Background: an optimization exercise with open tools, aiming at a short achievable clock period and few clock cycles. Do not read the settings as production practice. Where RTL was checked, it was by simulation tests only, not by an equivalence proof against the original. For runs 3 and 4, only the layout was checked, not whether the RTL still works. Power figures rest on the tool's default switching activity, not on a simulated workload.

==> flow/design.v <==
package csr_pkg;
    typedef enum logic [11:0] {
        CSR_SATP     = 12'h180,
        CSR_MSTATUS  = 12'h300,
        CSR_MIE      = 12'h304,
        CSR_MTVEC    = 12'h305,
        CSR_MSCRATCH = 12'h340,
        CSR_MEPC     = 12'h341,
        CSR_MCAUSE   = 12'h342,
        CSR_MTVAL    = 12'h343,
        CSR_MIP      = 12'h344,
        CSR_MCYCLE   = 12'hB00,
        CSR_MHARTID  = 12'hF14
    } csr_addr_e;
    localparam logic [31:0] MSTATUS_MASK = 32'h0000_1888;
    localparam logic [31:0] MTVEC_MASK   = 32'hFFFF_FFFC;
    localparam logic [31:0] MIP_MASK     = 32'h0000_0888;
    localparam int MSTATUS_MIE    = 3;
    localparam int MSTATUS_MPIE   = 7;
    localparam int MSTATUS_MPP_LO = 11;
    typedef struct packed {
        logic [31:0] mstatus;
        logic [31:0] mtvec;
        logic [31:0] mip;
        logic [31:0] mie;
        logic [31:0] mscratch;
        logic [31:0] mcause;
        logic [31:0] mtval;
        logic [31:0] mepc;
        logic [31:0] mcycle;
        logic [31:0] mhartid;
        logic [31:0] satp;
    } csr_pack;
endpackage
package core_pkg;
    localparam int XLEN = 32;
    typedef enum logic [2:0] {
        CSR_RW,
        CSR_RS,
        CSR_RC,
        CSR_RWI,
        CSR_RSI,
        CSR_RCI
    } csr_op_e;
    typedef struct packed {
        logic            valid;
        csr_op_e         op;
        logic [11:0]     addr;
        logic [XLEN-1:0] rs1_data;
        logic [4:0]      zimm;
        logic            rs1_zero;
    } csr_req;
    typedef struct packed {
        logic            csr_write_enable;
        logic [11:0]     csr_dest_addr;
        logic [XLEN-1:0] csr_write_data;
    } csr_writer;
    typedef struct packed {
        logic            trap_valid;
        logic            mret_valid;
        logic [XLEN-1:0] cause;
        logic [XLEN-1:0] pc;
        logic [XLEN-1:0] tval;
    } trap_req;
    typedef struct packed {
        logic            valid;
        logic [XLEN-1:0] pc;
    } redirect;
endpackage
`timescale 1ns/10ps
module csr (
    input  logic                clk,
    input  logic                rst,
    input  logic [10:0]         we,
    input  logic [31:0]         operand,
    input  logic                op_set,
    input  logic                op_clr,
    input  logic                trap_valid,
    input  logic                mret_valid,
    input  logic [31:0]         trap_cause,
    input  logic [31:0]         trap_pc,
    input  logic [31:0]         trap_tval,
    output csr_pkg::csr_pack    csrs
);
    csr_pkg::csr_pack r;
    assign csrs = r;
    function automatic logic [31:0] upd(input logic [31:0] old, input logic [31:0] opnd,
                                        input logic set, input logic clr);
        if (set)      upd = old | opnd;
        else if (clr) upd = old & ~opnd;
        else          upd = opnd;
    endfunction
    logic [31:0] st_trap, st_mret;
    always_comb begin
        st_trap = r.mstatus;
        st_trap[csr_pkg::MSTATUS_MPIE] = r.mstatus[csr_pkg::MSTATUS_MIE];
        st_trap[csr_pkg::MSTATUS_MIE] = 1'b0;
        st_trap[csr_pkg::MSTATUS_MPP_LO +: 2] = 2'b11;
        st_mret = r.mstatus;
        st_mret[csr_pkg::MSTATUS_MIE] = r.mstatus[csr_pkg::MSTATUS_MPIE];
        st_mret[csr_pkg::MSTATUS_MPIE] = 1'b1;
        st_mret[csr_pkg::MSTATUS_MPP_LO +: 2] = 2'b11;
    end
    always_ff @(posedge clk or posedge rst) begin
        if (rst) begin
            r <= '0;
        end else begin
            if (trap_valid)
                r.mstatus <= st_trap & csr_pkg::MSTATUS_MASK;
            else if (mret_valid)
                r.mstatus <= st_mret & csr_pkg::MSTATUS_MASK;
            else if (we[10])
                r.mstatus <= upd(r.mstatus, operand, op_set, op_clr) & csr_pkg::MSTATUS_MASK;
            if (we[9]) r.mtvec <= upd(r.mtvec, operand, op_set, op_clr) & csr_pkg::MTVEC_MASK;
            if (we[8]) r.mip   <= upd(r.mip,   operand, op_set, op_clr) & csr_pkg::MIP_MASK;
            if (we[7]) r.mie   <= upd(r.mie,   operand, op_set, op_clr);
            if (we[6]) r.mscratch <= upd(r.mscratch, operand, op_set, op_clr);
            if (trap_valid)  r.mcause <= trap_cause;
            else if (we[5])  r.mcause <= upd(r.mcause, operand, op_set, op_clr);
            if (trap_valid)  r.mtval  <= trap_tval;
            else if (we[4])  r.mtval  <= upd(r.mtval, operand, op_set, op_clr);
            if (trap_valid)  r.mepc   <= trap_pc;
            else if (we[3])  r.mepc   <= upd(r.mepc, operand, op_set, op_clr);
            if (we[2]) r.mcycle <= upd(r.mcycle, operand, op_set, op_clr);
            else       r.mcycle <= r.mcycle + 32'd1;
            if (we[1]) r.mhartid <= upd(r.mhartid, operand, op_set, op_clr);
            if (we[0]) r.satp    <= upd(r.satp,    operand, op_set, op_clr);
        end
    end
endmodule
`timescale 1ns/10ps
module csr_exec #(
    parameter int NSLICE = 8
) (
    input  core_pkg::csr_req              req,
    input  logic                          trap_valid,
    input  logic                          mret_valid,
    input  csr_pkg::csr_pack              csrs,
    output logic [core_pkg::XLEN-1:0]     rd_data,
    output logic                          illegal,
    output logic [10:0]                   we,
    output logic [core_pkg::XLEN-1:0]     operand,
    output logic                          op_set,
    output logic                          op_clr
);
    localparam int SW = core_pkg::XLEN / NSLICE;
    logic [11:0] a;
    logic        imm_form;
    logic        src_zero;
    logic        is_rw;
    logic        wr_ok;
    logic        known;
    assign a = req.addr;
    logic [10:0] wsel;
    assign wsel[10] = !a[2] && !a[6] && !a[7] && !a[11];    
    assign wsel[9]  = a[0] && a[2];                         
    assign wsel[8]  = a[2] && a[6];                         
    assign wsel[7]  = !a[0] && a[2] && !a[6] && !a[11];     
    assign wsel[6]  = !a[0] && !a[1] && !a[2] && a[6];      
    assign wsel[5]  = !a[0] && a[1];                        
    assign wsel[4]  = a[0] && a[1];                         
    assign wsel[3]  = a[0] && !a[1] && !a[2];               
    assign wsel[2]  = !a[2] && a[11];                       
    assign wsel[1]  = a[4];                                 
    assign wsel[0]  = a[7];                                 
    addr_check u_chk (
        .valid   (req.valid),
        .a       (a),
        .known   (known),
        .illegal (illegal)
    );
    for (genvar g = 0; g < NSLICE; g++) begin : g_rd
        rd_slice #(.LO(g * SW), .W(SW)) u_rd (
            .a        (a),
            .mstatus  (csrs.mstatus[g*SW +: SW]),
            .mtvec    (csrs.mtvec[g*SW +: SW]),
            .mip      (csrs.mip[g*SW +: SW]),
            .mie      (csrs.mie[g*SW +: SW]),
            .mscratch (csrs.mscratch[g*SW +: SW]),
            .mcause   (csrs.mcause[g*SW +: SW]),
            .mtval    (csrs.mtval[g*SW +: SW]),
            .mepc     (csrs.mepc[g*SW +: SW]),
            .mcycle   (csrs.mcycle[g*SW +: SW]),
            .mhartid  (csrs.mhartid[g*SW +: SW]),
            .satp     (csrs.satp[g*SW +: SW]),
            .rd       (rd_data[g*SW +: SW])
        );
    end
    assign imm_form = (req.op == core_pkg::CSR_RWI) || (req.op == core_pkg::CSR_RSI) ||
                      (req.op == core_pkg::CSR_RCI);
    assign is_rw    = (req.op == core_pkg::CSR_RW) || (req.op == core_pkg::CSR_RWI);
    assign op_set   = (req.op == core_pkg::CSR_RS) || (req.op == core_pkg::CSR_RSI);
    assign op_clr   = (req.op == core_pkg::CSR_RC) || (req.op == core_pkg::CSR_RCI);
    assign operand  = imm_form ? {{(core_pkg::XLEN-5){1'b0}}, req.zimm} : req.rs1_data;
    assign src_zero = imm_form ? (req.zimm == 5'd0) : req.rs1_zero;
    assign wr_ok = req.valid && !trap_valid && !mret_valid && !(src_zero && !is_rw);
    assign we    = wsel & {11{wr_ok && known}};
endmodule
module rd_slice #(
    parameter int LO = 0,
    parameter int W  = 8
) (
    input  logic [11:0]  a,
    input  logic [W-1:0] mstatus,
    input  logic [W-1:0] mtvec,
    input  logic [W-1:0] mip,
    input  logic [W-1:0] mie,
    input  logic [W-1:0] mscratch,
    input  logic [W-1:0] mcause,
    input  logic [W-1:0] mtval,
    input  logic [W-1:0] mepc,
    input  logic [W-1:0] mcycle,
    input  logic [W-1:0] mhartid,
    input  logic [W-1:0] satp,
    output logic [W-1:0] rd
);
    localparam logic [W-1:0] M_STATUS = csr_pkg::MSTATUS_MASK[LO +: W];
    localparam logic [W-1:0] M_TVEC   = csr_pkg::MTVEC_MASK[LO +: W];
    localparam logic [W-1:0] M_IP     = csr_pkg::MIP_MASK[LO +: W];
    logic s_mstatus, s_mtvec, s_mip, s_mie, s_mscratch, s_mcause;
    logic s_mtval, s_mepc, s_mcycle, s_mhartid, s_satp;
    assign s_mstatus  = !a[2] && !a[6] && !a[7] && !a[11];    
    assign s_mtvec    = a[0] && a[2];                         
    assign s_mip      = a[2] && a[6];                         
    assign s_mie      = !a[0] && a[2] && !a[6] && !a[11];     
    assign s_mscratch = !a[0] && !a[1] && !a[2] && a[6];      
    assign s_mcause   = !a[0] && a[1];                        
    assign s_mtval    = a[0] && a[1];                         
    assign s_mepc     = a[0] && !a[1] && !a[2];               
    assign s_mcycle   = !a[2] && a[11];                       
    assign s_mhartid  = a[4];                                 
    assign s_satp     = a[7];                                 
    assign rd = ({W{s_mstatus}}  & mstatus & M_STATUS)
              | ({W{s_mtvec}}    & mtvec & M_TVEC)
              | ({W{s_mip}}      & mip & M_IP)
              | ({W{s_mie}}      & mie)
              | ({W{s_mscratch}} & mscratch)
              | ({W{s_mcause}}   & mcause)
              | ({W{s_mtval}}    & mtval)
              | ({W{s_mepc}}     & mepc)
              | ({W{s_mcycle}}   & mcycle)
              | ({W{s_mhartid}}  & mhartid)
              | ({W{s_satp}}     & satp);
endmodule
module addr_check (
    input  logic        valid,
    input  logic [11:0] a,
    output logic        known,
    output logic        illegal
);
    logic common, g3, lo30, lo34, k3, k180, kb00, kf14;
    assign common = a[8] && !a[5] && !a[3];
    assign g3   = !a[11] && !a[10] && a[9] && !a[7] && !a[4];
    assign lo30 = !a[6] && !a[1] && (a[2] || !a[0]);
    assign lo34 = a[6] && (!a[2] || (!a[1] && !a[0]));
    assign k3   = g3 && (lo30 || lo34);
    assign k180 = !a[11] && !a[10] && !a[9] && a[7] && !a[6] && !a[4] && !a[2] && !a[1] && !a[0];
    assign kb00 = a[11] && !a[10] && a[9] && !a[7] && !a[6] && !a[4] && !a[2] && !a[1] && !a[0];
    assign kf14 = a[11] && a[10] && a[9] && !a[7] && !a[6] && a[4] && a[2] && !a[1] && !a[0];
    assign known   = common && (k3 || k180 || kb00 || kf14);
    assign illegal = valid && !known;
endmodule
`timescale 1ns/10ps
module trap_seq (
    input  logic                rst,
    input  core_pkg::trap_req   trap,
    input  csr_pkg::csr_pack    csrs,
    output logic                busy,
    output core_pkg::redirect   redir
);
    assign busy        = 1'b0;
    assign redir.valid = !rst && (trap.trap_valid || trap.mret_valid);
    assign redir.pc    = trap.trap_valid ? csrs.mtvec : csrs.mepc;
endmodule
`timescale 1ns/10ps
module csr_unit (
    input  logic                          clk,
    input  logic                          rst,
    input  core_pkg::csr_req              req,
    input  core_pkg::trap_req             trap,
    output logic [core_pkg::XLEN-1:0]     rd_data,
    output logic                          illegal,
    output logic                          busy,
    output core_pkg::redirect             redir,
    output csr_pkg::csr_pack              csrs
);
    logic [10:0]               we;
    logic [core_pkg::XLEN-1:0] operand;
    logic                      op_set;
    logic                      op_clr;
    csr_exec u_exec (
        .req        (req),
        .trap_valid (trap.trap_valid),
        .mret_valid (trap.mret_valid),
        .csrs       (csrs),
        .rd_data    (rd_data),
        .illegal    (illegal),
        .we         (we),
        .operand    (operand),
        .op_set     (op_set),
        .op_clr     (op_clr)
    );
    trap_seq u_seq (
        .rst   (rst),
        .trap  (trap),
        .csrs  (csrs),
        .busy  (busy),
        .redir (redir)
    );
    csr u_csr (
        .clk        (clk),
        .rst        (rst),
        .we         (we),
        .operand    (operand),
        .op_set     (op_set),
        .op_clr     (op_clr),
        .trap_valid (trap.trap_valid),
        .mret_valid (trap.mret_valid),
        .trap_cause (trap.cause),
        .trap_pc    (trap.pc),
        .trap_tval  (trap.tval),
        .csrs       (csrs)
    );
endmodule
`timescale 1ns/10ps
module csr_top (
    input  logic        clk,
    input  logic        rst,
    input  logic        req_valid,
    input  logic [2:0]  req_op,
    input  logic [11:0] req_addr,
    input  logic [31:0] req_rs1_data,
    input  logic [4:0]  req_zimm,
    input  logic        req_rs1_zero,
    input  logic        trap_valid,
    input  logic        mret_valid,
    input  logic [31:0] trap_cause,
    input  logic [31:0] trap_pc,
    input  logic [31:0] trap_tval,
    output logic [31:0] rd_data,
    output logic        illegal,
    output logic        busy,
    output logic        redir_valid,
    output logic [31:0] redir_pc,
    output logic [31:0] mstatus,
    output logic [31:0] mtvec,
    output logic [31:0] mip,
    output logic [31:0] mie,
    output logic [31:0] mscratch,
    output logic [31:0] mcause,
    output logic [31:0] mtval,
    output logic [31:0] mepc,
    output logic [31:0] mcycle,
    output logic [31:0] mhartid,
    output logic [31:0] satp
);
    core_pkg::csr_req  req;
    core_pkg::trap_req trap;
    core_pkg::redirect redir;
    csr_pkg::csr_pack  csrs;
    assign req.valid    = req_valid;
    assign req.op       = core_pkg::csr_op_e'(req_op);
    assign req.addr     = req_addr;
    assign req.rs1_data = req_rs1_data;
    assign req.zimm     = req_zimm;
    assign req.rs1_zero = req_rs1_zero;
    assign trap.trap_valid = trap_valid;
    assign trap.mret_valid = mret_valid;
    assign trap.cause      = trap_cause;
    assign trap.pc         = trap_pc;
    assign trap.tval       = trap_tval;
    csr_unit u_unit (
        .clk     (clk),
        .rst     (rst),
        .req     (req),
        .trap    (trap),
        .rd_data (rd_data),
        .illegal (illegal),
        .busy    (busy),
        .redir   (redir),
        .csrs    (csrs)
    );
    assign redir_valid = redir.valid;
    assign redir_pc    = redir.pc;
    assign mstatus  = csrs.mstatus;
    assign mtvec    = csrs.mtvec;
    assign mip      = csrs.mip;
    assign mie      = csrs.mie;
    assign mscratch = csrs.mscratch;
    assign mcause   = csrs.mcause;
    assign mtval    = csrs.mtval;
    assign mepc     = csrs.mepc;
    assign mcycle   = csrs.mcycle;
    assign mhartid  = csrs.mhartid;
    assign satp     = csrs.satp;
endmodule
==> flow/run.sh <==
#!/bin/bash
# synth_recipe.tcl (not shown) runs the flow's synth.tcl, then flattens the netlist and writes it again
# the make line also repeats each setting of config.mk as NAME=value (left out here)
make -C /OpenROAD-flow-scripts/flow DESIGN_CONFIG=/design/flow/config.mk WORK_HOME=/design/flow/orfs CLKGATE_MAP_FILE= SYNTH_SCRIPT=/design/flow/synth_recipe.tcl finish
==> flow/config.mk <==
export PLATFORM = sky130hd
export DESIGN_NAME = csr_top
export DESIGN_NICKNAME = csr_top
export VERILOG_FILES = /design/flow/design.v
export SDC_FILE = /design/flow/constraint.sdc
export NUM_CORES = 4
export LEC_CHECK = 0
export ABC_AREA = 1
export CAP_MARGIN = 20
export CORE_MARGIN = 2
export CORE_UTILIZATION = 35
export SETUP_SLACK_MARGIN = 3.0
export SLEW_MARGIN = 20
export SYNTH_HIERARCHICAL = 1
export SYNTH_MINIMUM_KEEP_SIZE = 0
==> flow/constraint.sdc <==
create_clock -name core_clock -period 5.0 [get_ports {clk}]
set_input_delay 1.0000 -clock core_clock [delete_from_list [all_inputs] [get_ports {clk}]]
set_output_delay 1.0000 -clock core_clock [all_outputs]
set_load 0.01 [all_outputs]
==> results by group, run 1 <==
Drt
  – DRT Pass-1 Iters: 6
  – Via count: 26.7k
  – DRT antenna net count: 0
  – WL/cell: 28.4 um
  – DRT iter0 DRCs: 3,029
  – Met3 routed WL: 15,600 um
  – Highest metal used: met5
  – Vias per std cell: 5.86
  – Post-Route M1 WL: 45,500 um
  – Routed WL: 130,000 um
  – # DRC: 0
  – Wire length on met2: 56,300 um

Clock tree
  – CTS root buffer: clkbuf_16
  – CTS Sinks: 293
  – CTS buffer count: 38
  – CTS tree: built
  – Htree depth: 2
  – Max Buffers Root-to-Sink: 3
  – Worst-Skew Late Latency: 570 ps
  – Worst-path clk slew: 60 ps

Floorplanning
  – Die H: 234 um
  – Top Ports: 573
  – Die X-Extent: 234 um
  – Initial Util: 35.3%
  – Row count: 84
  – Total core area: 0.0523 mm^2
  – Die footprint: 0.0547 mm^2

Final layout
  – Largest register FFs: 293
  – Layout cells sized above 1: 52.5%
  – Top flop regs: u_unit.u_csr.r: 293 flops
  – Multi-input gate area: 0.0118 mm^2
  – Final net count: 3,992
  – Commonest non-fill, non-tap cell in the layout: buf_6
  – Most frequent cells in the layout: buf_6 (516), nand2_1 (470), nor2_1 (344), buf_4 (334), a21oi_2 (239)
  – Most flops, register: u_unit.u_csr.r
  – Fin util: 71.9%
  – Fill count: 3,842
  – Sequential Area: 0.00748 mm^2
  – Synth-to-layout area growth: 104%

STA
  – Skew final: 12.6 ps
  – Setup tns final: 0 ps
  – Final hold slack: 563 ps
  – Fin. max-slew vios: 0
  – Final period util: 61.2%
  – Setup violators final: 0
  – RSZ-0062 raised after global routing: yes
  – Worst slew pin tran: 683 ps
  – Min cycle time layout: 3060 ps
  – Max Freq: 327 MHz
  – Max-slew headroom: 54.4%
  – Hold Vio Cnt, Final: 0

Outcome
  – Outcome: finished clean

Critical path
  – Slowest-stage cell, CP: buf_16
  – CP max stage delay: 170 ps
  – Maximum fanout along the worst path: 6
  – Delay-heaviest family, CP: buffers and inverters
  – CP Data Arrival Time: 2060 ps
  – CP Cell Sequence: buf_16, buf_16, buf_12, inv_6, nor2_4, nand3_1, nand2_1, nor2_1, nand2_1, buf_2
  – Critical Path RT: 4000 ps
  – CP Launch Type: input pin
  – Worst Path Buf+Inv: 5
  – Critical path endpoint category: primary output
  – Worst Setup Path Type: input pin to primary output

Yosys
  – Avg Inst Size Synth: 7.05 um^2
  – Register area share after synthesis: 39.7%
  – Post-synth ARST share: 100%
  – Mapped cell area: 0.0185 mm^2
  – Post-synthesis sequential element count: 293
  – Main synth FF type: dfrtp_1
  – Ys Warns: 7
  – Post-synth EDFFs: 0
  – Post-Syn Instances: 2,621
  – Netlist cell types: 44

Placement
  – PortBufs: 512
  – Detailed Place HPWL: 58,200 um
  – Routability cong.: 0.919

Power and ir drop
  – Switching Fraction: 34.5%
  – Static Leak: 0.0178 uW
  – Power Dens Cells: 227 mW/mm^2
  – Sw Pwr: 2950 uW
  – Internal Power: 5610 uW
  – Comb power frac: 34.2%
  – Clock share of power: 34.4%
  – VDD IR max: 220 uV
  – Sequential cell fraction of total power: 31.4%

Global route
  – First-pass GRT wire length: 177,000 um
  – Initial antenna violation count: 3
  – Largest net degree at the start of global routing: 100
  – Vias in the first global route: 25.3k
  – Global Route Usage Sum: 45.2%
  – Grt ovf: 0

Run
  – Max Cap Viol: 0

Worst hold path
  – Worst min path class: flip-flop to flip-flop
[worst reg2reg max path, stage by stage, from the launching register on]
cell and delay (ps):
dfrtp_2 410, buf_6 130, buf_4 150, ha_1 250, nand2_1 140, nor2_4 230, nand2_4 130, nor2_1 180
nand2_1 110, nand3_2 120, o21ai_1 80
[cells in the mapped netlist (23+ instances only)]
master	number	area, um^2
inv_2	33	124
dfrtp_1	293	7330
a22oi_1	97	728
nand2_1	532	2000
nor2_1	403	1510
nand3_2	23	230
buf_4	71	533
buf_2	26	130
o21ai_0	116	581
clkbuf_1	90	338
inv_1	131	492
nand3_1	287	1440
a21oi_1	346	1730
[routing by layer]
metal  up-vias  GRT usage [%]
met3       668           12.7
met2      2053           69.2
li1      11100              -
met1     12900           54.0
met4         4           34.6
met5         -              0
[final cells by class]
cell class | count | share of cell area (%)
clock inverters | 13 | 0.469
multi-input cells | 2005 | 31.5
repair buffers | 1322 | 40.5
flip-flops and latches | 293 | 19.9
clock buffers | 55 | 2.97
well taps | 688 | 2.29
diodes | 3 | 0.0200
inverters | 170 | 2.04
repair inverters | 7 | 0.326
[final timing paths]
kind / from / slack (ps) / cells past startpoint / to
worst max-delay path: req_addr[2] / 1940 / 10 / rd_data[20]
worst min-delay path: u_unit.u_csr.r[43] / 560 / 2 / u_unit.u_csr.r[43]
worst max register to register: u_unit.u_csr.r[64] / 2970 / 10 / u_unit.u_csr.r[74]
worst min register to register: u_unit.u_csr.r[43] / 560 / 2 / u_unit.u_csr.r[43]
max in group asynchronous: rst / 3210 / 3 / u_unit.u_csr.r[253]
min in group asynchronous: rst / 720 / 2 / u_unit.u_csr.r[129]
[power groups by stage]
stage | registers, uW | clock network (uW) | logic (uW)
2_1_floorplan | 2760 | 0 | 885
3_3_place_gp | 2790 | 0 | 1730
3_5_place_dp | 2800 | 0 | 1750
4_1_cts | 2670 | 2910 | 2680
5_1_grt | 2690 | 3030 | 3040
6_report | 2690 | 2940 | 2930
[per-module statistics from Yosys (local to each module, per instance), excerpt]
| module | times used | flip-flops and latches | cells inside | area (um^2) |
|---|---|---|---|---|
| csr | 1 | 293 | 1737 | 14400 |
| csr_exec | 1 | 0 | 123 | 520 |
| trap_seq | 1 | 0 | 108 | 483 |
| addr_check | 1 | 0 | 34 | 144 |
[repair_timing]
item                       in CTS  in global routing
cloned                         98                  5
gates resized for setup      2616                267
pin swaps                     173                 70
hold buffers                    0                  0
setup buffers                 579                 77
hold endpoints to repair        0                  0
setup endpoints to repair     701                673
[through the flow]
step / instance area [um^2] / power, uW / setup slack [ps] / std cells
after floorplan: 20000 / 3650 / 111 / 2679
after global placement: 24800 / 4530 / 1030 / 3726
after detailed placement: 24800 / 4550 / 1050 / 3726
after CTS: 36000 / 8270 / 1990 / 4471
after global routing: 37600 / 8760 / 1840 / 4554
final: 37600 / 8560 / 1940 / 4556
[cells by family after synthesis]
logic type	synth area share (%)
and+or+nand+nor	31.5
AOI/OAI and AO/OA	18.2
buffers and inverters	10.3
DFF	39.7
xor gates and xnor gates	0.142
other	0.0406
adders and majority gates	0.0677
Testbench counts, summed over its fixed seeds: cycles 3,200.
==> run 2: changes to the inputs <==
--- a/flow/config.mk
+++ b/flow/config.mk
@@ -9,5 +9,5 @@
 export CAP_MARGIN = 20
 export CORE_MARGIN = 2
-export CORE_UTILIZATION = 35
+export CORE_UTILIZATION = 30
 export SETUP_SLACK_MARGIN = 3.0
 export SLEW_MARGIN = 20
==> results by group, run 2 <==
Outcome
  – Outcome: finished clean

Worst hold path
  – Min-delay src: u_unit.u_csr.r[34]
  – Worst min path class: flip-flop to flip-flop
  – WHS Endpoint: u_unit.u_csr.r[34]
  – Hold Path Stages: 2 (unchanged)

Yosys
  – Post-synth top area cell: dfrtp_1
  – Netlist cell types: 44 (unchanged)
  – Avg Inst Size Synth: 7.05 um^2 (unchanged)
  – Post-Syn Instances: 2,621 (unchanged)
  – Post-synth ARST share: 100% (unchanged)
  – Post-synth EDFFs: 0 (unchanged)
  – Top post-synthesis cells by area: dfrtp_1 (40%), nand2_1 (11%), a21oi_1 (9.4%), nor2_1 (8.2%), nand3_1 (7.8%)
  – Ys Warns: 7 (unchanged)
  – Post-synthesis sequential element count: 293 (unchanged)
  – Commonest cells post-synth: nand2_1 (532), nor2_1 (403), a21oi_1 (346)
  – Mapped cell area: 0.0185 mm^2 (unchanged)
  – Main synth FF type: dfrtp_1
  – Cell with the most instances after synthesis: nand2_1
  – Register area share after synthesis: 39.7% (unchanged)
  – Share of the synthesized area in the top cell type: 39.7% (unchanged)

STA
  – Final hold slack: 573 ps (+9.76 ps)
  – Setup violators final: 0 (unchanged)
  – Fin. max-slew vios: 0 (unchanged)
  – Setup tns final: 0 ps (unchanged)
  – Hold Vio Cnt, Final: 0 (unchanged)
  – Max-slew headroom: 49.7% (-4.7 points)
  – Max Freq: 326 MHz (-0.15%)
  – RSZ-0062 raised after global routing: yes
  – Final period util: 61.3% (+0.090 points)
  – Min cycle time layout: 3060 ps (+4.49 ps)
  – Skew final: 19.3 ps (+6.70 ps)
  – Worst slew pin tran: 754 ps (+71.7 ps)

Power and ir drop
  – Power Dens Cells: 222 mW/mm^2 (-2.3%)
  – Clock share of power: 34.0% (-0.4 points)
  – Internal Power: 5640 uW (+0.48%)
  – Sw Pwr: 2970 uW (+0.86%)
  – Total power: 8610 uW (+0.61%)
  – Comb power frac: 34.8% (+0.6 points)
  – Sequential cell fraction of total power: 31.2% (-0.2 points)
  – Static Leak: 0.0181 uW (+1.5%)
  – Switching Fraction: 34.5% (+0.085 points)
  – VDD IR max: 209 uV (-4.9%)

Global route
  – Largest net degree at the start of global routing: 82 (-18%)
  – Vias in the first global route: 24.7k (-2.5%)
  – Global Route Usage Sum: 38.9% (-6.3 points)
  – Initial antenna violation count: 9 (+6)
  – First-pass GRT wire length: 178,000 um (+0.51%)
  – Grt ovf: 0 (unchanged)

Placement
  – PortBufs: 512 (unchanged)
  – Routability cong.: 0.915 (-0.47%)
  – Detailed Place HPWL: 60,000 um (+3.0%)
  – Inst Count DP: 3,826 (+2.7%)

Floorplanning
  – Initial Util: 30.5% (-4.8 points)
  – Die footprint: 0.0636 mm^2 (+16%)
  – Top Ports: 573 (unchanged)
  – Die X-Extent: 252 um (+7.9%)
  – Die H: 252 um (+7.9%)
  – Row count: 90 (+7.1%)
  – Total core area: 0.0606 mm^2 (+16%)

Clock tree
  – CTS buffer count: 38 (unchanged)
  – Htree depth: 2 (unchanged)
  – CTS root buffer: clkbuf_16
  – Worst-Skew Late Latency: 570 ps (about the same)
  – CTS tree: built
  – CTS Sinks: 293 (unchanged)
  – Hold buffers post-CTS: 0 (unchanged)
  – Max Buffers Root-to-Sink: 3 (unchanged)
  – Worst-path clk slew: 60 ps (about the same)

Critical path
  – Flop-to-flop setup slack: 3000 ps (+30 ps)
  – Delay-heaviest family, CP: buffers and inverters
  – Critical Path RT: 4000 ps (about the same)
  – CP Launch Type: input pin
  – Reg2reg start: u_unit.u_csr.r[64]
  – Slowest-stage cell, CP: buf_2
  – CP Data Arrival Time: 2060 ps (about the same)
  – CP max stage delay: 160 ps (about the same)
  – CP Cell Sequence: buf_16, buf_12, buf_16, nor2_4, nand4_1, nand2_1, nor2_1, nand2_1, buf_2
  – Critical path endpoint category: primary output
  – Reg-to-Reg End: u_unit.u_csr.r[74]
  – Reg2reg path depth: 9 (-1)
  – Worst Setup Path Type: input pin to primary output
  – Worst Path Buf+Inv: 4 (-1)
  – Maximum fanout along the worst path: 6 (unchanged)

Final layout
  – Layout cells sized above 1: 54.6% (+2.1 points)
  – Largest register FFs: 293 (unchanged)
  – Fin cells: 4,671 (+2.5%)
  – Most frequent cells in the layout: buf_6 (568), nand2_1 (454), nor2_1 (351), buf_4 (336), nand3_1 (239)
  – Top flop regs: u_unit.u_csr.r: 293 flops
  – Final net count: 4,013 (+0.53%)
  – Synth-to-layout area growth: 110%
  – Most flops, register: u_unit.u_csr.r
  – Commonest non-fill, non-tap cell in the layout: buf_6

Drt
  – DRT antenna net count: 0 (unchanged)
  – # DRC: 0 (unchanged)
  – Vias per std cell: 5.58 (-4.7%)
  – DRT iter0 DRCs: 2,730 (-9.9%)
  – DRT Pass-1 Iters: 6 (unchanged)
  – Via count: 26.1k (-2.3%)
  – WL/cell: 28.1 um (-1.1%)
  – Routed WL: 131,000 um (+1.4%)

Run
  – Max Cap Viol: 0 (unchanged)
[run 2: cell counts after synthesis]
Identical to the previous run, type by type.
[run 2: per-layer routing]
metal	GRT usage (%)	vias to the layer above	wire length (um)
met3	8.65	528	13100
met4	23.3	6	9350
li1	-	11200	-
met5	0	-	34
met1	47.7	12700	48400
met2	62.7	1694	60500
[run 2: power groups by stage]
stage | Sequential [uW] | Combinational, uW | Clock, uW
5_1_grt | 2690 | 3130 | 3020
3_5_place_dp | 2790 | 1760 | 0
6_report | 2690 | 3000 | 2920
4_1_cts | 2670 | 2710 | 2920
2_1_floorplan | 2760 | 885 | 0
3_3_place_gp | 2800 | 1750 | 0
[run 2: final cells by class]
cell class                      instances  area (um^2)
Fill cell                            4777        21800
Timing Repair Buffer                 1340        15600
Multi-Input combinational cell       2007        12600
Sequential cell                       293         7470
Clock buffer                           48         1040
Tap cell                              782          978
Inverter                              170          742
Clock inverter                         18          231
Timing Repair inverter                  8          130
Antenna cell                            5         12.5
[run 2: worst max path at each step]
stage                start                   to  slack (ps)  cells past startpoint
2_1_floorplan          rst    u_unit.u_csr.r[0]         110                      1
6_report       req_addr[0]           rd_data[9]        1940                      9
5_1_grt        req_addr[6]           rd_data[9]        1920                      8
3_3_place_gp   req_addr[2]          rd_data[28]        1050                      8
4_1_cts        req_addr[0]           rd_data[9]        1970                      9
3_5_place_dp   req_addr[2]  u_unit.u_csr.r[170]        1030                     14
[run 2: cell families (layout without fill, tap and decap cells)]
logic type               after synthesis  after routing  share of synthesized area [%]
flip-flops                           293            293                           39.7
buffers and inverters                381           1584                           10.3
AND/OR/NAND/NOR                     1332           1334                           31.5
XOR/XNOR                               3              3                          0.142
AO/OA/AOI/OAI                        609            609                           18.2
adder cells (fa/ha/maj)                1              1                         0.0677
other                                  2             65                         0.0406
[run 2: per-stage QoR]
stage | worst slack (ps) | util (%) | cell area (um^2)
global route | 1920 | 63.9 | 38700
finish | 1940 | 64.0 | 38700
global placement | 1050 | 41.3 | 25000
detailed placement | 1030 | 41.4 | 25100
CTS | 1970 | 59.5 | 36100
floorplan | 111 | - | 20000
[run 2: per-module statistics from Yosys, one instance, submodules excluded, a selection]
module | flops+latches | copies in the design
addr_check | 0 | 1
csr | 293 | 1
trap_seq | 0 | 1
csr_exec | 0 | 1
[run 2: worst reg2reg max path, stage by stage (launching register included)]
cell and delay, ps:
dfrtp_2 390, buf_4 170, ha_1 270, nand2_1 190, nor2_4 260, nand2_4 140
nor2_1 200, nand2_1 120, nand3_4 100, o21ai_1 60
[run 2: what timing repair did]
item / CTS / global route
gates cloned: 103 / 4
setup buffers: 558 / 109
gates resized for setup: 2636 / 467
setup endpoints to repair: 652 / 652
pin swaps: 190 / 140
==> run 3: changes to the inputs <==
--- a/flow/design.v
+++ b/flow/design.v
@@ -131,5 +131,5 @@
 `timescale 1ns/10ps
 module csr_exec #(
-    parameter int NSLICE = 8
+    parameter int NSLICE = 16
 ) (
     input  core_pkg::csr_req              req,
@@ -220,13 +220,13 @@
     logic s_mstatus, s_mtvec, s_mip, s_mie, s_mscratch, s_mcause;
     logic s_mtval, s_mepc, s_mcycle, s_mhartid, s_satp;
-    assign s_mstatus  = !a[2] && !a[6] && !a[7] && !a[11];    
+    assign s_mstatus  = !a[2] && !a[6] && a[9] && !a[11];     
     assign s_mtvec    = a[0] && a[2];                         
     assign s_mip      = a[2] && a[6];                         
-    assign s_mie      = !a[0] && a[2] && !a[6] && !a[11];     
+    assign s_mie      = !a[0] && a[2] && !a[6] && !a[10];     
     assign s_mscratch = !a[0] && !a[1] && !a[2] && a[6];      
     assign s_mcause   = !a[0] && a[1];                        
     assign s_mtval    = a[0] && a[1];                         
-    assign s_mepc     = a[0] && !a[1] && !a[2];               
-    assign s_mcycle   = !a[2] && a[11];                       
+    assign s_mepc     = a[0] && !a[1] && a[6];                
+    assign s_mcycle   = !a[4] && a[11];                       
     assign s_mhartid  = a[4];                                 
     assign s_satp     = a[7];                                 
==> results by group, run 3 <==
Worst hold path
  – Hold Path Stages: 2 (unchanged)
  – WHS Endpoint: u_unit.u_csr.r[55]
  – Min-delay src: u_unit.u_csr.r[55]
  – Worst min path class: flip-flop to flip-flop

Yosys
  – Top post-synthesis cells by area: dfrtp_1 (39%), nand2_1 (11%), a21oi_1 (8.9%), nor2_1 (8.2%), nand3_1 (7.7%)
  – Post-Syn Instances: 2,710 (+3.4%)
  – Largest family of logic cells by synthesized area: simple AND/OR/NAND/NOR gates
  – Mux share of post-synthesis cell area: 0% (unchanged)
  – Post-synthesis sequential element count: 293 (unchanged)
  – Fraction of the mapped netlist area in simple logic gates: 32.4% (+0.91 points)
  – Synth Area in Adders: 0.0661% (-0.0016 points)
  – Avg Inst Size Synth: 6.98 um^2 (-0.99%)
  – Post-synth ARST share: 100% (unchanged)
  – Cell with the most instances after synthesis: nand2_1
  – Post-synth EDFFs: 0 (unchanged)
  – Commonest cells post-synth: nand2_1 (537), nor2_1 (414), a21oi_1 (337)
  – Post-synthesis compound-gate area fraction: 17.5% (-0.66 points)
  – Main synth FF type: dfrtp_1
  – Xor/xnor share of the synthesized area: 0.139% (-0.0033 points)
  – Netlist cell types: 44 (unchanged)
  – Post-synth top area cell: dfrtp_1
  – Ys Warns: 7 (unchanged)
  – Share of the synthesized area in the top cell type: 38.8% (-0.92 points)
  – Register area share after synthesis: 38.8% (-0.92 points)
  – Mapped cell area: 0.0189 mm^2 (+2.4%)

Floorplanning
  – Initial Util: 30.2% (-0.35 points)
  – Die H: 255 um (+1.2%)
  – Total core area: 0.0627 mm^2 (+3.6%)
  – Row count: 92 (+2.2%)
  – Die X-Extent: 255 um (+1.2%)
  – Top Ports: 573 (unchanged)
  – Die footprint: 0.0651 mm^2 (+2.3%)

Critical path
  – Reg-to-Reg End: u_unit.u_csr.r[94]
  – Maximum fanout along the worst path: 8 (+2)
  – CP Data Arrival Time: 2140 ps (+80 ps)
  – Critical path endpoint category: primary output
  – Critical Path RT: 4000 ps (about the same)
  – Worst Setup Path Type: input pin to primary output
  – Reg2reg path depth: 12 (+3)
  – CP Launch Type: input pin
  – Reg2reg start: u_unit.u_csr.r[64]
  – Flop-to-flop setup slack: 2850 ps (-150 ps)

STA
  – Fin worst setup slack: 1860 ps (-76.5 ps)
  – Setup violators final: 0 (unchanged)
  – RSZ-0062 raised after global routing: yes
  – Worst slew pin tran: 720 ps (-33.9 ps)
  – Max-slew headroom: 51.9% (+2.2 points)
  – Final period util: 62.8% (+1.5 points)
  – Fin. max-slew vios: 0 (unchanged)
  – Min cycle time layout: 3140 ps (+76.4 ps)
  – Setup tns final: 0 ps (unchanged)
  – Max Freq: 318 MHz (-2.4%)
  – Skew final: 30.1 ps (+10.9 ps)
  – Final hold slack: 561 ps (-11.4 ps)
  – Hold Vio Cnt, Final: 0 (unchanged)

Placement
  – PortBufs: 512 (unchanged)
  – Pre-CTS setup slack: 1090 ps (+58.7 ps)
  – Routability cong.: 0.899 (-1.7%)
  – Detailed Place HPWL: 60,000 um (about the same)
  – Placed Area: 0.0256 mm^2 (+2.0%)

Final layout
  – Most flops, register: u_unit.u_csr.r
  – Number of diodes: 0 (-5)
  – Multi-input gate area: 0.0130 mm^2 (+3.5%)
  – Layout cells sized above 1: 54.4% (-0.28 points)
  – Largest register FFs: 293 (unchanged)
  – Design area: 0.0398 mm^2 (+2.7%)
  – Sequential Area: 0.00745 mm^2 (-0.27%)
  – Commonest non-fill, non-tap cell in the layout: buf_6
  – Top flop regs: u_unit.u_csr.r: 293 flops
  – Final net count: 4,109 (+2.4%)
  – Most frequent cells in the layout: buf_6 (537), nand2_1 (461), nor2_1 (358), buf_4 (328), nand3_1 (238)
  – Synth-to-layout area growth: 110%
  – Fill count: 5,020 (+5.1%)

Power and ir drop
  – Switching Fraction: 34.6% (+0.064 points)
  – Comb power frac: 35.9% (+1.1 points)
  – Sequential cell fraction of total power: 30.6% (-0.6 points)
  – VDD IR max: 236 uV (+13%)
  – Clock share of power: 33.5% (-0.5 points)
  – Internal Power: 5700 uW (+1.1%)
  – Power Dens Cells: 219 mW/mm^2 (-1.5%)
  – Sw Pwr: 3020 uW (+1.4%)
  – Static Leak: 0.0186 uW (+2.9%)

Global route
  – Initial antenna violation count: 2 (-7)
  – Vias in the first global route: 25.2k (+2.0%)
  – Global Route Usage Sum: 38.9% (about the same)
  – Largest net degree at the start of global routing: 104 (+27%)
  – Grt ovf: 0 (unchanged)
  – First-pass GRT wire length: 181,000 um (+1.3%)

Clock tree
  – Htree depth: 2 (unchanged)
  – Max Buffers Root-to-Sink: 3 (unchanged)
  – CTS tree: built
  – Worst-path clk slew: 50 ps (about the same)
  – Worst-Skew Late Latency: 580 ps (about the same)
  – Hold buffers post-CTS: 0 (unchanged)
  – CTS root buffer: clkbuf_16
  – CTS Sinks: 293 (unchanged)
  – CTS buffer count: 39 (+2.6%)

Drt
  – Vias per std cell: 5.55 (-0.51%)
  – DRT Pass-1 Iters: 6 (unchanged)
  – # DRC: 0 (unchanged)
  – Via count: 26.8k (+2.8%)
  – DRT antenna net count: 0 (unchanged)
  – WL/cell: 27.9 um (-0.72%)
  – DRT iter0 DRCs: 2,815 (+3.1%)
  – Routed WL: 135,000 um (+2.6%)

Run
  – Max Cap Viol: 0 (unchanged)

Outcome
  – Outcome: finished clean
-- run 3: changes by cell type in the layout (fill, tap and decap cells not counted), moves of 20 or more --
cell | previous run | this run
nor2_2 | 19 | 41
o21ai_1 | 43 | 63
inv_1 | 115 | 154
buf_6 | 568 | 537
-- run 3: worst max-delay path by stage --
stage                     slack (ps)         from                 to  cells past startpoint
after CTS                       1970  req_addr[6]         rd_data[3]                     10
after floorplan                  110          rst  u_unit.u_csr.r[0]                      1
after detailed placement        1090  req_addr[7]        rd_data[10]                      7
after global placement          1100  req_addr[7]        rd_data[10]                      7
after global routing            1860  req_addr[6]         rd_data[7]                     10
final                           1860  req_addr[6]         rd_data[7]                     10
-- run 3: kinds of logic (layout without fill, tap and decap cells) --
| group | after synthesis | after routing |
|---|---|---|
| AND/OR/NAND/NOR | 1380 | 1380 |
| AO/OA/AOI/OAI | 600 | 600 |
| buffers and inverters | 431 | 1644 |
| flip-flops | 293 | 293 |
| XOR/XNOR | 3 | 3 |
| other | 2 | 60 |
| adder cells (fa/ha/maj) | 1 | 1 |
-- run 3: Yosys stat by module (local to each module, per instance), a selection --
module	times used	cell area, um^2	cells inside
csr	1	14600	1735
csr_exec	1	520	123
trap_seq	1	483	108
addr_check	1	144	34
-- run 3: per-layer routing --
layer | GRT usage (%) | part of all wire (%) | vias up
met5 | 0 | 0.0096 | -
li1 | - | - | 11400
met2 | 62.0 | 45 | 1809
met3 | 10.4 | 10 | 573
met4 | 22.0 | 7.8 | 2
met1 | 47.7 | 37 | 13000
-- run 3: repair_timing --
item | CTS | global route
setup endpoints to repair | 652 | 652
cloned | 105 | 6
buffers inserted | 540 | 111
gates resized for setup | 2562 | 558
pin swaps | 174 | 159
-- run 3: layout make-up --
cell class / instances / area share (%)
clock buffer: 58 / 2.89
clock inverter: 10 / 0.314
inverter: 224 / 2.42
multi-input combinational: 2044 / 32.6
sequential: 293 / 18.7
tap: 846 / 2.66
timing repair buffer: 1347 / 40.0
timing repair inverter: 5 / 0.327
-- run 3: power groups by stage --
stage | sequential [uW] | clock, uW | combinational (uW)
3_3_place_gp | 2790 | 0 | 1810
5_1_grt | 2680 | 3020 | 3280
6_report | 2670 | 2920 | 3130
3_5_place_dp | 2790 | 0 | 1820
4_1_cts | 2650 | 2930 | 2790
2_1_floorplan | 2760 | 0 | 920
-- run 3: critical path: stages --
cell     delay (ps)
buf_16          140
buf_12          160
buf_12          160
nand3_2          60
nand2_1          60
inv_1            70
nand2_1          80
nor2_1          140
nand2_1          90
buf_2           140
-- run 3: per-stage QoR --
step / cells / util (%) / total power, uW
2_1_floorplan: 2768 / - / 3680
3_3_place_gp: 3997 / 40.7 / 4600
3_5_place_dp: 3997 / 40.7 / 4600
4_1_cts: 4710 / 58.4 / 8370
5_1_grt: 4827 / 63.4 / 8980
6_report: 4827 / 63.4 / 8710
==> run 4: changes to the inputs <==
--- a/flow/design.v
+++ b/flow/design.v
@@ -131,5 +131,5 @@
 `timescale 1ns/10ps
 module csr_exec #(
-    parameter int NSLICE = 16
+    parameter int NSLICE = 8
 ) (
     input  core_pkg::csr_req              req,
==> results by group, run 4 <==
Outcome
  – Outcome: finished clean

Yosys
  – Xor/xnor share of the synthesized area: 0.141% (+0.0018 points)
  – Ys Warns: 7 (unchanged)
  – Top post-synthesis cells by area: dfrtp_1 (39%), nand2_1 (11%), a21oi_1 (9.0%), nor2_1 (8.2%), nand3_1 (7.5%)
  – Fraction of the mapped netlist area in simple logic gates: 32.1% (-0.34 points)
  – Mux share of post-synthesis cell area: 0% (unchanged)
  – Cell with the most instances after synthesis: nand2_1
  – Avg Inst Size Synth: 7.04 um^2 (+0.91%)
  – Post-synth ARST share: 100% (unchanged)
  – Post-synthesis sequential element count: 293 (unchanged)
  – Post-synthesis compound-gate area fraction: 17.7% (+0.20 points)
  – Post-synth top area cell: dfrtp_1
  – Largest family of logic cells by synthesized area: simple AND/OR/NAND/NOR gates
  – Main synth FF type: dfrtp_1
  – Post-Syn Instances: 2,652 (-2.1%)
  – Synth Area in Adders: 0.0670% (+0.00084 points)
  – Share of the synthesized area in the top cell type: 39.2% (+0.49 points)
  – Register area share after synthesis: 39.2% (+0.49 points)
  – Mapped cell area: 0.0187 mm^2 (-1.3%)
  – Post-synth EDFFs: 0 (unchanged)
  – Netlist cell types: 44 (unchanged)
  – Commonest cells post-synth: nand2_1 (535), nor2_1 (410), a21oi_1 (336)

Critical path
  – Worst Setup Path Type: input pin to primary output
  – Stages on worst setup path: 9 (-1)
  – Delay-heaviest family, CP: buffers and inverters
  – CP Data Arrival Time: 2210 ps (+70 ps)
  – CP Launch Type: input pin
  – Critical path endpoint category: primary output
  – Worst Path Buf+Inv: 5 (unchanged)
  – CP max stage delay: 180 ps (+20 ps)
  – Critical Path RT: 4000 ps (about the same)
  – Slowest-stage cell, CP: buf_16
  – CP Cell Sequence: buf_16, buf_16, buf_12, inv_1, nand3_1, nand3_1, nor2_1, nand2_1, buf_2
  – Maximum fanout along the worst path: 7 (-1)
  – Reg2reg path depth: 10 (-2)

Final layout
  – Fin cells: 4,796 (-0.64%)
  – Largest register FFs: 293 (unchanged)
  – Top flop regs: u_unit.u_csr.r: 293 flops
  – Final net count: 4,082 (-0.66%)
  – Most flops, register: u_unit.u_csr.r
  – Layout cells sized above 1: 53.3% (-1.0 points)
  – Synth-to-layout area growth: 111%
  – Fill count: 4,961 (-1.2%)
  – Most frequent cells in the layout: buf_6 (552), nand2_1 (463), buf_4 (363), nor2_1 (357), nand3_1 (218)
  – Commonest non-fill, non-tap cell in the layout: buf_6
  – Fin util: 63.8% (+0.43 points)

Clock tree
  – Htree depth: 2 (unchanged)
  – Max Buffers Root-to-Sink: 3 (unchanged)
  – CTS tree: built
  – Worst-Skew Late Latency: 580 ps (about the same)
  – CTS Sinks: 293 (unchanged)
  – Worst-path clk slew: 50 ps (about the same)
  – CTS buffer count: 39 (unchanged)
  – CTS root buffer: clkbuf_16

Drt
  – Routed WL: 136,000 um (+0.73%)
  – WL/cell: 28.3 um (+1.4%)
  – # DRC: 0 (unchanged)
  – DRT Pass-1 Iters: 9 (+3)
  – DRT iter0 DRCs: 2,898 (+2.9%)
  – DRT antenna net count: 0 (unchanged)
  – Via count: 26.7k (-0.40%)
  – Vias per std cell: 5.57 (+0.24%)

STA
  – RSZ-0062 raised after global routing: yes
  – Skew final: 28.3 ps (-1.78 ps)
  – Final hold slack: 548 ps (-13.5 ps)
  – Worst slew pin tran: 730 ps (+9.63 ps)
  – Setup tns final: 0 ps (unchanged)
  – Max-slew headroom: 51.2% (-0.64 points)
  – Min cycle time layout: 3210 ps (+66.6 ps)
  – Hold Vio Cnt, Final: 0 (unchanged)
  – Fin. max-slew vios: 0 (unchanged)
  – Setup violators final: 0 (unchanged)
  – Max Freq: 312 MHz (-2.1%)
  – Final period util: 64.1% (+1.3 points)

Worst hold path
  – Hold Path Stages: 2 (unchanged)
  – Worst min path class: flip-flop to flip-flop

Run
  – Max Cap Viol: 0 (unchanged)

Global route
  – First-pass GRT wire length: 182,000 um (+0.64%)
  – Largest net degree at the start of global routing: 87 (-16%)
  – Grt ovf: 0 (unchanged)
  – Vias in the first global route: 25.1k (-0.43%)
  – Initial antenna violation count: 6 (+4)
  – Global Route Usage Sum: 39.7% (+0.74 points)

Power and ir drop
  – VDD IR max: 224 uV (-4.9%)
  – Total power: 8890 uW (+2.0%)
  – Static Leak: 0.0185 uW (-0.70%)
  – Power Dens Cells: 226 mW/mm^2 (+3.2%)

Placement
  – Inst Count DP: 3,909 (-2.2%)
  – Detailed Place HPWL: 61,000 um (+1.7%)
  – Routability cong.: 0.875 (-2.7%)
  – PortBufs: 512 (unchanged)

Floorplanning
  – Die X-Extent: 254 um (-0.62%)
  – Row count: 91 (-1.1%)
  – Top Ports: 573 (unchanged)
  – Die footprint: 0.0643 mm^2 (-1.2%)
  – Total core area: 0.0616 mm^2 (-1.8%)
  – Initial Util: 30.3% (+0.17 points)
  – Die H: 254 um (-0.62%)
-- run 4: cell types whose count changed in the layout (fill, tap and decap cells not counted), moves of 13 or more --
cell and change:
buf_16 -13, o21ai_2 -37, a21oi_4 -34, buf_12 +21, o21ai_1 +36, buf_8 -17
buf_6 +15, nor2_2 -19, nand3_1 -20, buf_4 +35, a21oi_1 +32
-- run 4: worst paths after layout --
check	startpoint	endpoint	slack, ps
max in group asynchronous	rst	u_unit.u_csr.r[127]	3330
worst min-delay path	u_unit.u_csr.r[1]	u_unit.u_csr.r[1]	550
worst max-delay path	req_addr[0]	rd_data[20]	1790
worst max register to register	u_unit.u_csr.r[65]	u_unit.u_csr.r[82]	2980
min in group asynchronous	rst	u_unit.u_csr.r[138]	640
worst min register to register	u_unit.u_csr.r[1]	u_unit.u_csr.r[1]	550
-- run 4: worst reg2reg max path, stage by stage, from the launching register on --
cell and delay [ps]:
dfrtp_2 390, buf_6 110, buf_4 120, ha_1 230
nand2_1 140, nor2_4 230, nand2_4 130, nor2_1 210
nand4_1 180, nand3_4 100, nand2_1 50
-- run 4: Yosys stat by module, one instance, submodules excluded, excerpt --
module / flops+latches / cells / cell area, um^2 / copies in the design
csr: 293 / 1735 / 14600 / 1
trap_seq: 0 / 108 / 483 / 1
csr_exec: 0 / 123 / 520 / 1
addr_check: 0 / 34 / 144 / 1
-- run 4: metal layers --
metal	GRT usage, %	vias up	wire [um]
li1	-	11300	-
met1	49.3	13000	50600
met2	62.8	1879	60900
met3	9.28	564	14100
met4	23.3	0	10100
met5	0	-	0
-- run 4: area by class of cell --
type	count	area [um^2]	share of cell area, %
diodes	4	10.0	0.0255
well taps	837	1050	2.66
inverters	196	848	2.16
clock inverters	13	194	0.493
multi-input cells	2012	12400	31.4
flip-flops and latches	293	7450	18.9
clock buffers	56	1200	3.06
repair inverters	7	140	0.356
repair buffers	1378	16100	40.9
-- run 4: cells by family after synthesis --
| group | Yosys count |
|---|---|
| AO/OA/AOI/OAI | 599 |
| XOR/XNOR | 3 |
| adder cells (fa/ha/maj) | 1 |
| buffers and inverters | 408 |
| flip-flops | 293 |
| other | 2 |
| AND/OR/NAND/NOR | 1346 |
-- run 4: metrics by stage --
| stage | instance area [um^2] | setup slack, ps |
|---|---|---|
| final | 39300 | 1790 |
| after global routing | 39300 | 1800 |
| after CTS | 36600 | 1900 |
| after detailed placement | 25100 | 773 |
| after global placement | 25100 | 734 |
| after floorplan | 20100 | 111 |
-- run 4: power breakdown --
part / switching [uW] / total, uW / internal, uW
registers: 158 / 2680 / 2520
logic: 1640 / 3070 / 1430
clock network: 1210 / 3140 / 1920
-- run 4: what timing repair did --
| action | 4_1_cts | 5_1_grt |
|---|---|---|
| hold buffers | 0 | 0 |
| buffers inserted | 597 | 110 |
| setup endpoints to repair | 805 | 800 |
| gates cloned | 100 | 7 |
| pin swaps | 148 | 96 |
| gates resized for setup | 2597 | 449 |
==> run 5: changes to the inputs <==
--- a/flow/design.v
+++ b/flow/design.v
@@ -220,13 +220,13 @@
     logic s_mstatus, s_mtvec, s_mip, s_mie, s_mscratch, s_mcause;
     logic s_mtval, s_mepc, s_mcycle, s_mhartid, s_satp;
-    assign s_mstatus  = !a[2] && !a[6] && a[9] && !a[11];     
+    assign s_mstatus  = !a[2] && !a[6] && !a[7] && !a[11];    
     assign s_mtvec    = a[0] && a[2];                         
     assign s_mip      = a[2] && a[6];                         
-    assign s_mie      = !a[0] && a[2] && !a[6] && !a[10];     
+    assign s_mie      = !a[0] && a[2] && !a[6] && !a[11];     
     assign s_mscratch = !a[0] && !a[1] && !a[2] && a[6];      
     assign s_mcause   = !a[0] && a[1];                        
     assign s_mtval    = a[0] && a[1];                         
-    assign s_mepc     = a[0] && !a[1] && a[6];                
-    assign s_mcycle   = !a[4] && a[11];                       
+    assign s_mepc     = a[0] && !a[1] && !a[2];               
+    assign s_mcycle   = !a[2] && a[11];                       
     assign s_mhartid  = a[4];                                 
     assign s_satp     = a[7];                                 
==> flow/flow/run.sh (new file) <==
#!/bin/bash
# Standard ORFS layout, with the read-path pins (req_addr, req_valid, rd_data,
# illegal) placed together on the bottom edge so the address decode and read
# mux sit next to them. Every tool's output goes to a log in this folder and
# ORFS keeps its per-step logs under orfs/logs.
set -euo pipefail
here=$(pwd)
bash standard.sh finish PRE_IO_PLACEMENT_TCL="$here/flow/io.tcl" > "$here/standard_make.log" 2>&1
==> flow/flow/io.tcl (new file) <==
# The read path runs from the address pins to the rd_data pins. Put all of it
# on the bottom edge: the address, valid and illegal pins in the middle, the
# rd_data pins spread along the whole edge on either side.
set block [ord::get_db_block]
set die [$block getDieArea]
set dbu [[ord::get_db_tech] getDbUnitsPerMicron]
set w [expr {double([$die xMax]) / $dbu}]
set mid {req_valid illegal}
for {set i 0} {$i < 12} {incr i} { lappend mid "req_addr\[$i\]" }
set lo {}
set hi {}
for {set i 0} {$i < 16} {incr i} { lappend lo "rd_data\[$i\]" }
for {set i 16} {$i < 32} {incr i} { lappend hi "rd_data\[$i\]" }
set_io_pin_constraint -pin_names $mid -region bottom:[expr {int(0.44 * $w)}]-[expr {int(0.56 * $w)}]
set_io_pin_constraint -pin_names $lo -region bottom:[expr {int(0.05 * $w)}]-[expr {int(0.43 * $w)}]
set_io_pin_constraint -pin_names $hi -region bottom:[expr {int(0.57 * $w)}]-[expr {int(0.95 * $w)}]
==> flow/standard.sh (new file) <==
#!/bin/bash
# synth_recipe.tcl (not shown) runs the flow's synth.tcl, then flattens the netlist and writes it again
# the make line also repeats each setting of config.mk as NAME=value (left out here)
make -C /OpenROAD-flow-scripts/flow DESIGN_CONFIG=/design/flow/config.mk WORK_HOME=/design/flow/orfs CLKGATE_MAP_FILE= SYNTH_SCRIPT=/design/flow/synth_recipe.tcl "${@:-finish}"
--- a/flow/config.mk
+++ b/flow/config.mk
@@ -9,5 +9,5 @@
 export CAP_MARGIN = 20
 export CORE_MARGIN = 2
-export CORE_UTILIZATION = 30
+export CORE_UTILIZATION = 35
 export SETUP_SLACK_MARGIN = 3.0
 export SLEW_MARGIN = 20
removed: flow/run.sh
==> results by group, run 5 <==
Outcome
  – Outcome: finished clean

Drt
  – DRT Pass-1 Iters: 9 (unchanged)
  – DRT antenna net count: 0 (unchanged)
  – WL/cell: 29.3 um (+3.4%)
  – Via count: 27.1k (+1.5%)
  – Vias per std cell: 6.02 (+8.1%)
  – # DRC: 0 (unchanged)
  – Routed WL: 132,000 um (-2.9%)
  – DRT iter0 DRCs: 3,478 (+20%)

Final layout
  – Multi-input gate area: 0.0126 mm^2 (+1.8%)
  – Most flops, register: u_unit.u_csr.r
  – Fill count: 3,762 (-24%)
  – Largest register FFs: 293 (unchanged)
  – Sequential Area: 0.00748 mm^2 (+0.44%)
  – Most frequent cells in the layout: buf_6 (555), nand2_1 (437), nor2_1 (332), buf_4 (287), nand3_1 (229)
  – Layout cells sized above 1: 53.6% (+0.25 points)
  – Top flop regs: u_unit.u_csr.r: 293 flops
  – Commonest non-fill, non-tap cell in the layout: buf_6
  – Final net count: 3,943 (-3.4%)
  – Synth-to-layout area growth: 104%

Floorplanning
  – Die footprint: 0.0547 mm^2 (-15%)
  – Die H: 234 um (-7.8%)
  – Die X-Extent: 234 um (-7.8%)
  – Top Ports: 573 (unchanged)
  – Row count: 84 (-7.7%)
  – Initial Util: 35.3% (+5.0 points)
  – Total core area: 0.0523 mm^2 (-15%)

Placement
  – PortBufs: 512 (unchanged)
  – Detailed Place HPWL: 63,400 um (+3.8%)
  – Routability cong.: 1.01 (+16%)

Global route
  – Grt met2 use: 62.4% (-0.38 points)
  – Grt peak-use layer: met2
  – Initial antenna violation count: 3 (-3)
  – Met3 Use GR: 7.19% (-2.1 points)
  – Global Route Usage Sum: 39.1% (-0.60 points)
  – Largest net degree at the start of global routing: 156 (+79%)
  – First-pass GRT wire length: 156,000 um (-14%)
  – Vias in the first global route: 23.5k (-6.2%)
  – Grt ovf: 0 (unchanged)
  – Grt met1 use: 48.2% (-1.1 points)

STA
  – Worst slew pin tran: 1010 ps (+281 ps)
  – Max-slew headroom: 32.6% (-19 points)
  – Setup violators final: 0 (unchanged)
  – Fin. max-slew vios: 0 (unchanged)
  – Setup tns final: 0 ps (unchanged)
  – RSZ-0062 raised after global routing: yes
  – Hold Vio Cnt, Final: 0 (unchanged)
  – Skew final: 12.8 ps (-15.5 ps)
  – Min cycle time layout: 3110 ps (-93.1 ps)
  – Final period util: 62.3% (-1.9 points)
  – Max Freq: 321 MHz (+3.0%)

Yosys
  – Top post-synthesis cells by area: dfrtp_1 (40%), nand2_1 (11%), a21oi_1 (9.4%), nor2_1 (8.2%), nand3_1 (7.8%)
  – Register area share after synthesis: 39.7% (+0.43 points)
  – Mapped cell area: 0.0185 mm^2 (-1.1%)
  – Post-synthesis sequential element count: 293 (unchanged)
  – Share of the synthesized area in the top cell type: 39.7% (+0.43 points)
  – Post-Syn Instances: 2,621 (-1.2%)
  – Ys Warns: 7 (unchanged)
  – Post-synth ARST share: 100% (unchanged)
  – Commonest cells post-synth: nand2_1 (532), nor2_1 (403), a21oi_1 (346)
  – Netlist cell types: 44 (unchanged)
  – Cell with the most instances after synthesis: nand2_1
  – Main synth FF type: dfrtp_1
  – Avg Inst Size Synth: 7.05 um^2 (about the same)
  – Post-synth EDFFs: 0 (unchanged)
  – Post-synth top area cell: dfrtp_1

Clock tree
  – Htree depth: 2 (unchanged)
  – Worst-path clk slew: 60 ps (about the same)
  – CTS root buffer: clkbuf_16
  – CTS Sinks: 293 (unchanged)
  – CTS buffer count: 36 (-7.7%)
  – Max Buffers Root-to-Sink: 3 (unchanged)
  – Worst-Skew Late Latency: 580 ps (about the same)
  – Hold buffers post-CTS: 0 (unchanged)
  – CTS tree: built

Power and ir drop
  – Comb power frac: 35.5% (+0.9 points)
  – Clock share of power: 33.3% (-2.0 points)
  – Static Leak: 0.0177 uW (-4.5%)
  – Power Dens Cells: 230 mW/mm^2 (+1.7%)
  – Sequential cell fraction of total power: 31.2% (+1.0 points)
  – Total power: 8670 uW (-2.4%)
  – Switching Fraction: 35.3% (+1.4 points)
  – Sw Pwr: 3060 uW (+1.5%)
  – VDD IR max: 225 uV (+0.19%)
  – Internal Power: 5610 uW (-4.5%)

Critical path
  – CP Data Arrival Time: 2110 ps (-100 ps)
  – Critical path endpoint category: primary output
  – Flop-to-flop setup slack: 2900 ps (-80 ps)
  – CP Cell Sequence: buf_16, buf_12, nor2_4, a21oi_2, nand2_1, nand2_1, o21ai_2, a21oi_2, buf_2
  – Worst Setup Path Type: input pin to primary output
  – Reg2reg path depth: 10 (unchanged)
  – Slowest-stage cell, CP: a21oi_2
  – Reg2reg start: u_unit.u_csr.r[64]
  – CP max stage delay: 190 ps (about the same)
  – Maximum fanout along the worst path: 16 (+9)
  – Delay-heaviest family, CP: buffers and inverters
  – Worst Path Buf+Inv: 3 (-2)
  – Critical Path RT: 4000 ps (about the same)
  – CP Launch Type: input pin
  – Reg-to-Reg End: u_unit.u_csr.r[86]

Worst hold path
  – WHS Endpoint: u_unit.u_csr.r[2]
  – Min-delay src: u_unit.u_csr.r[2]
  – Hold Path Stages: 2 (unchanged)
  – Worst min path class: flip-flop to flip-flop

Run
  – Max Cap Viol: 0 (unchanged)
[run 5: cell count changes after synthesis, moves of 8 or more]
cell / previous run / this run
or2_4: 10 / 0
a21oi_1: 336 / 346
clkbuf_1: 82 / 90
inv_1: 162 / 131
nand3_4: 10 / 0
buf_2: 34 / 26
[run 5: cell type report]
class	count	area share, %
diodes	1	0.00663
repair inverters	7	0.322
clock inverters	13	0.577
flip-flops and latches	293	19.8
multi-input cells	2008	33.3
well taps	688	2.28
inverters	170	2.04
clock buffers	50	2.69
repair buffers	1272	38.9
[run 5: metrics by stage]
| stage | hold slack (ps) | std cells | worst slack, ps | utilization (%) | instance area [um^2] |
|---|---|---|---|---|---|
| floorplan | 559 | 2679 | 111 | - | 20000 |
| global placement | 531 | 3730 | 819 | 47.4 | 24800 |
| detailed placement | 541 | 3731 | 834 | 47.4 | 24800 |
| CTS | 556 | 4303 | 2000 | 62.3 | 32600 |
| global route | 579 | 4502 | 1900 | 72.1 | 37700 |
| finish | 566 | 4502 | 1890 | 72.1 | 37700 |
[run 5: how the worst max path moves through the flow]
stage,start,depth (start not counted),slack (ps),end
after floorplan,rst,1,110,u_unit.u_csr.r[0]
after global placement,req_addr[2],9,820,illegal
after detailed placement,req_addr[2],8,830,rd_data[26]
after CTS,req_addr[0],9,2000,illegal
after global routing,req_addr[11],9,1900,illegal
final,req_addr[0],9,1890,illegal
[run 5: logic make-up (layout without fill, tap and decap cells)]
logic type | count (synthesis) | count (layout) | synth area share (%)
AOI/OAI and AO/OA | 609 | 609 | 18.2
DFF | 293 | 293 | 39.7
and+or+nand+nor | 1332 | 1335 | 31.5
other | 2 | 61 | 0.0406
buffers and inverters | 381 | 1512 | 10.3
xor gates and xnor gates | 3 | 3 | 0.142
adders and majority gates | 1 | 1 | 0.0677
[run 5: tightest hold or removal path, delay by kind of cell, from the launching register on]
kind / cells / cell delay, ps
AO/OA/AOI/OAI: 2 / 140
flip-flops: 1 / 380
[run 5: repair_timing]
item | 4_1_cts | 5_1_grt
hold endpoints to repair | 0 | 0
endpoints found under the setup margin | 652 | 652
setup buffers | 459 | 140
pin swaps | 88 | 142
resized for setup | 2319 | 759
gates cloned | 50 | 58
[run 5: routing by layer]
layer	up-vias	wire, um
met5	-	8
met4	2	14000
met3	814	16500
met2	2233	56400
met1	13100	44900
li1	11000	-
[run 5: Yosys stat by module (local to each module, per instance), excerpt]
module,cells inside,area (um^2),flops+latches,copies in the design
addr_check,34,144,0,1
csr,1737,14400,293,1
csr_exec,123,520,0,1
trap_seq,108,483,0,1
[run 5: power groups by stage]
stage | clock network (uW) | logic (uW) | registers, uW
after floorplan | 0 | 885 | 2760
after global placement | 0 | 1790 | 2810
after detailed placement | 0 | 1800 | 2810
after CTS | 2850 | 2560 | 2680
after global routing | 2970 | 3180 | 2710
final | 2890 | 3080 | 2710
Testbench counts of run 5, summed over its fixed seeds: cycles 3,200.

[what the ideal ports hide]
Ports are ideal in the flow. The routed layouts listed here were re-timed in OpenROAD. Step 1 sets driving cells, clkbuf_16 on the clock port and buf_2 on the other inputs (assumed; they add their load-dependent delay and slew). Step 2, shift: input delay + t, output delay - t, t = (earliest + latest rising clock arrival at the registers) / 2. This alone moves slack from input paths to output paths. Slacks: no drivers / after step 1 / after step 2; pairs: no drivers / after step 1.
run	shift t [ns]	setup WS [ns]	latest minus earliest clock arrival (ns)	pins driven straight from the clock port
run 1	0.618	1.941 / 1.739 / 1.304	0.021 / 0.020	1
run 2	0.621	1.936 / 1.706 / 1.349	0.026 / 0.026	1
run 3	0.628	1.860 / 1.533 / 1.279	0.032 / 0.032	1
run 4	0.625	1.793 / 1.696 / 1.334	0.032 / 0.033	1
run 5	0.636	1.886 / 1.526 / 1.103	0.021 / 0.022	1
After both steps every run listed still meets setup and hold. For run 5, which loses most, drivers alone change the setup slack by -0.360 ns; drivers and shift together by -0.783 ns.
